This design comes from an exercise in tuning for small area, a short achievable clock period and few clock cycles on the open sky130 flow, not from production work.
The RTL was checked by simulation tests, not by an equivalence proof against the original design.

## the reference run
==> flow/design.v <==
`timescale 1ns/1ps
package tl_bios_pkg;
    localparam int XLEN   = 32;          
    localparam int STRB_W = XLEN / 8;    
    localparam int SID_W  = 2;           
    localparam int ADDR_W = 32;
    localparam int BIOS_BYTES = 128;
    localparam int MEM_IDX_W  = $clog2(BIOS_BYTES);   
    localparam logic [8*BIOS_BYTES-1:0] BIOS_IMAGE = {
        256'h3cc3a55ace8a4602fdb97531e0ac6824df9b5713f0e1d2c3b4a5968778695a4b,
        256'h3c2d1e0f1032547698badcfeefcdab8967452301ffeeddccbbaa998877665544,
        256'h332211000a0d796461657220534f494200c3f2eb10cd0007bb0eb40974c008ac,
        256'haa5590feeb0012e87c40be10cd0003b8fcfb7c00bcc08ed88ec031f000e05bea
    };
    localparam logic [2:0] OP_GET      = 3'd4;
    localparam logic [2:0] OP_PUT_FULL = 3'd0;
    localparam logic [2:0] OP_ACK      = 3'd0;
    localparam logic [2:0] OP_ACK_DATA = 3'd1;
    localparam logic [2:0] SIZE_BYTE = 3'd0;
    localparam logic [2:0] SIZE_HALF = 3'd1;
    localparam logic [2:0] SIZE_WORD = 3'd2;
endpackage
`timescale 1ns/1ps
import tl_bios_pkg::*;
module tl_ul_bios (
    input  logic                              clk,
    input  logic                              reset,
    input  logic                              a_valid,
    output logic                              a_ready,
    input  logic [2:0]                        a_opcode,
    input  logic [2:0]                        a_size,
    input  logic [tl_bios_pkg::SID_W-1:0]     a_source,
    input  logic [tl_bios_pkg::ADDR_W-1:0]    a_address,
    input  logic [tl_bios_pkg::STRB_W-1:0]    a_mask,
    input  logic [tl_bios_pkg::XLEN-1:0]      a_data,
    output logic                              d_valid,
    input  logic                              d_ready,
    output logic [2:0]                        d_opcode,
    output logic [2:0]                        d_size,
    output logic [tl_bios_pkg::SID_W-1:0]     d_source,
    output logic [tl_bios_pkg::XLEN-1:0]      d_data,
    output logic                              d_denied
);
    localparam int WORDS = BIOS_BYTES / 4;
    typedef struct packed {
        logic [4:0]      idx;       
        logic [1:0]      lane;      
        logic [2:0]      size;      
        logic [1:0]      source;    
        logic            ack_data;  
        logic            denied;
        logic            rd;        
        logic            half;      
        logic            word;      
        logic [3:0]      wbe;       
        logic [XLEN-1:0] wdata;     
    } req_t;
    logic        is_get, is_put;
    logic        bad_size, misaligned, past_end, bad_mask, deny;
    logic [3:0]  lanes;
    logic [1:0]  a_lane;
    req_t        a_req;
    assign a_lane = a_address[1:0];
    assign is_get = (a_opcode == OP_GET);
    assign is_put = (a_opcode == OP_PUT_FULL);
    assign bad_size = (a_size > SIZE_WORD);
    assign past_end = |a_address[ADDR_W-1:MEM_IDX_W];
    always_comb begin
        case (a_size)
            SIZE_HALF: misaligned = a_lane[0];
            SIZE_WORD: misaligned = |a_lane;
            default:   misaligned = 1'b0;
        endcase
    end
    always_comb begin
        case (a_size[1:0])
            2'd0:    lanes = 4'b0001 << a_lane;
            2'd1:    lanes = a_lane[1] ? 4'b1100 : 4'b0011;
            default: lanes = 4'b1111;
        endcase
    end
    assign bad_mask = is_put && (a_mask != lanes);
    assign deny     = (!is_get && !is_put) | bad_size | misaligned | past_end | bad_mask;
    always_comb begin
        a_req.idx      = a_address[MEM_IDX_W-1:2];
        a_req.lane     = a_lane;
        a_req.size     = a_size;
        a_req.source   = a_source;
        a_req.ack_data = !is_put;
        a_req.denied   = deny;
        a_req.rd       = is_get && !deny;
        a_req.half     = (a_size[1:0] == 2'd1);
        a_req.word     = a_size[1];
        a_req.wbe      = (is_put && !deny) ? lanes : 4'b0000;
        a_req.wdata[7:0]   = a_data[7:0];
        a_req.wdata[15:8]  = a_lane[0] ? a_data[7:0] : a_data[15:8];
        a_req.wdata[23:16] = a_lane[1] ? a_data[7:0] : a_data[23:16];
        a_req.wdata[31:24] = a_lane[0] ? a_data[7:0] :
                             a_lane[1] ? a_data[15:8] : a_data[31:24];
    end
    req_t  s0, s1, s1_d;
    req_t  s1_n;                 
    logic [WORDS-1:0] sel_lo, sel_hi, sel_lo_d, sel_hi_d;
    logic  s0_v, s1_v;
    logic  s1_new;       
    logic  accept;
    logic  d_load;       
    logic  s1_free;      
    assign accept  = a_valid & a_ready;
    assign d_load  = ~d_valid | d_ready;
    assign s1_free = ~s1_v | d_load;
    always_ff @(posedge clk or posedge reset) begin
        if (reset) begin
            s0_v    <= 1'b0;
            s1_v    <= 1'b0;
            s1_new  <= 1'b0;
            a_ready <= 1'b0;
        end else begin
            if (s1_free) begin
                s1_v   <= s0_v | accept;
                s1_new <= s0_v | accept;
            end else begin
                s1_new <= 1'b0;
            end
            if (s0_v) begin
                s0_v    <= ~s1_free;
                a_ready <= s1_free;
            end else begin
                s0_v    <= accept & ~s1_free;
                a_ready <= ~(accept & ~s1_free);
            end
        end
    end
    always_comb begin
        s1_d = s0_v ? s0 : a_req;
        s1_n = s1_free ? s1_d : s1;
        for (int w = 0; w < WORDS; w++) begin
            sel_lo_d[w] = (s1_n.idx == 5'(w)) & s1_n.rd & (~s1_n.lane[1] | s1_n.word);
            sel_hi_d[w] = (s1_n.idx == 5'(w)) & s1_n.rd & (s1_n.lane[1] | s1_n.word);
        end
    end
    always_ff @(posedge clk) begin
        if (!s0_v) begin
            s0 <= a_req;
        end
        if (s1_free) begin
            s1 <= s1_d;
        end
    end
    always_ff @(posedge clk) begin
        sel_lo <= sel_lo_d;
        sel_hi <= sel_hi_d;
    end
    logic [WORDS-1:0][XLEN-1:0] mem;
    logic [WORDS-1:0] wsel;
    logic [3:0]       wbe_now;           
    logic [XLEN-1:0]  wd_one, wd_zero;   
    logic [XLEN-1:0]  rword;
    assign wd_one  = s1.wdata | {XLEN{reset}};
    assign wd_zero = s1.wdata & ~{XLEN{reset}};
    assign wbe_now = s1.wbe & {4{s1_new}};
    for (genvar w = 0; w < WORDS; w++) begin : g_word
        assign wsel[w] = (s1.idx == 5'(w));
        for (genvar b = 0; b < STRB_W; b++) begin : g_byte
            logic we;
            assign we = reset | (wsel[w] & wbe_now[b]);
            for (genvar i = 0; i < 8; i++) begin : g_bit
                localparam logic IMG = BIOS_IMAGE[32*w + 8*b + i];
                always_ff @(posedge clk) begin
                    if (we) begin
                        mem[w][8*b + i] <= IMG ? wd_one[8*b + i] : wd_zero[8*b + i];
                    end
                end
            end
        end
    end
    always_comb begin
        rword = '0;
        for (int w = 0; w < WORDS; w++) begin
            rword[15:0]  = rword[15:0]  | (mem[w][15:0]  & {16{sel_lo[w]}});
            rword[31:16] = rword[31:16] | (mem[w][31:16] & {16{sel_hi[w]}});
        end
    end
    logic [XLEN-1:0] rdata;
    always_comb begin
        rdata[7:0]   = s1.lane[0] ? (rword[15:8] | rword[31:24]) :
                                    (rword[7:0]  | (rword[23:16] & {8{~s1.word}}));
        rdata[15:8]  = s1.word ? rword[15:8] :
                       s1.half ? (rword[15:8] | rword[31:24]) : 8'h00;
        rdata[31:16] = s1.word ? rword[31:16] : 16'h0000;
    end
    assign d_opcode[2:1] = 2'b00;
    always_ff @(posedge clk or posedge reset) begin
        if (reset) begin
            d_valid <= 1'b0;
        end else if (d_load) begin
            d_valid <= s1_v;
        end
    end
    always_ff @(posedge clk or posedge reset) begin
        if (reset) begin
            d_opcode[0] <= 1'b0;
            d_size      <= '0;
            d_source    <= '0;
            d_denied    <= 1'b0;
            d_data      <= '0;
        end else if (d_load) begin
            d_opcode[0] <= s1.ack_data;
            d_size   <= s1.size;
            d_source <= s1.source;
            d_denied <= s1.denied;
            d_data   <= rdata;
        end
    end
endmodule
clock: 5.5 ns
lec_check: 0
cap_margin: 20
core_margin: 2
core_utilization: 60
cts_cluster_diameter: 100
cts_cluster_size: 30
setup_slack_margin: 3.3
slew_margin: 20
run.sh (not shown) runs the stock make flow with config.mk's settings and CLKGATE_MAP_FILE= SYNTH_SCRIPT=/design/flow/synth_recipe.tcl, a recipe that flattens the netlist after the stock synthesis.
The reference run was carried through to the last stage, and its layout satisfied the timing, design-rule and antenna checks.
Testbench counts of the reference run, summed over its fixed seeds: cycles 16,024.
The inputs of the trial run differ from those of the reference run as listed below.
- swapping 3.3 for 3.1 in SETUP_SLACK_MARGIN
### Flow results
Going from the reference run to the trial run, the share of post-route cells with drive strength above 1 was found to have gone down by 5.6 points.
Relative to the reference run, share of the core filled with cells in the final layout decreased by 2.1 points in the trial run.
Compared with the reference run, the trial run is more frugal on power.
Route | the trial run vs the reference run | wire shorter in the trial run
Summary: timing-limited maximum frequency, the trial run better than the reference run
As far as slew of the pin with the lowest slew margin is concerned, the trial run and the reference run perform about the same.

## port drivers added, routing unchanged
In the flow no input, the clock included, has a driving cell. The finished layouts below were timed again as built, in two steps. Step 1 assumes that a clkbuf_16 drives the clock port and a buf_2 every other input. Step 2, shift: input delay + t, output delay - t, t = (earliest + latest rising clock arrival at the registers) / 2. This alone moves slack from input paths to output paths. Three values: ideal ports, drivers, drivers and shift; two values: the first two.
| run | t (ns) | slack for setup (ns) | worst setup path at the end | latest minus earliest clock arrival (ns) | worst register clock-pin slew, ns |
|---|---|---|---|---|---|
| the reference run | 0.722 | 3.026 / 2.952 / 2.514 | input to register | 0.030 / 0.031 | 0.12 / 0.12 |
| the trial run | 0.720 | 3.089 / 3.021 / 2.472 | input to register | 0.037 / 0.037 | 0.12 / 0.12 |
After both steps every run listed still meets setup and hold. The setup slack of the trial run, which loses most, moves by -0.068 ns with the drivers and by -0.617 ns with both steps.
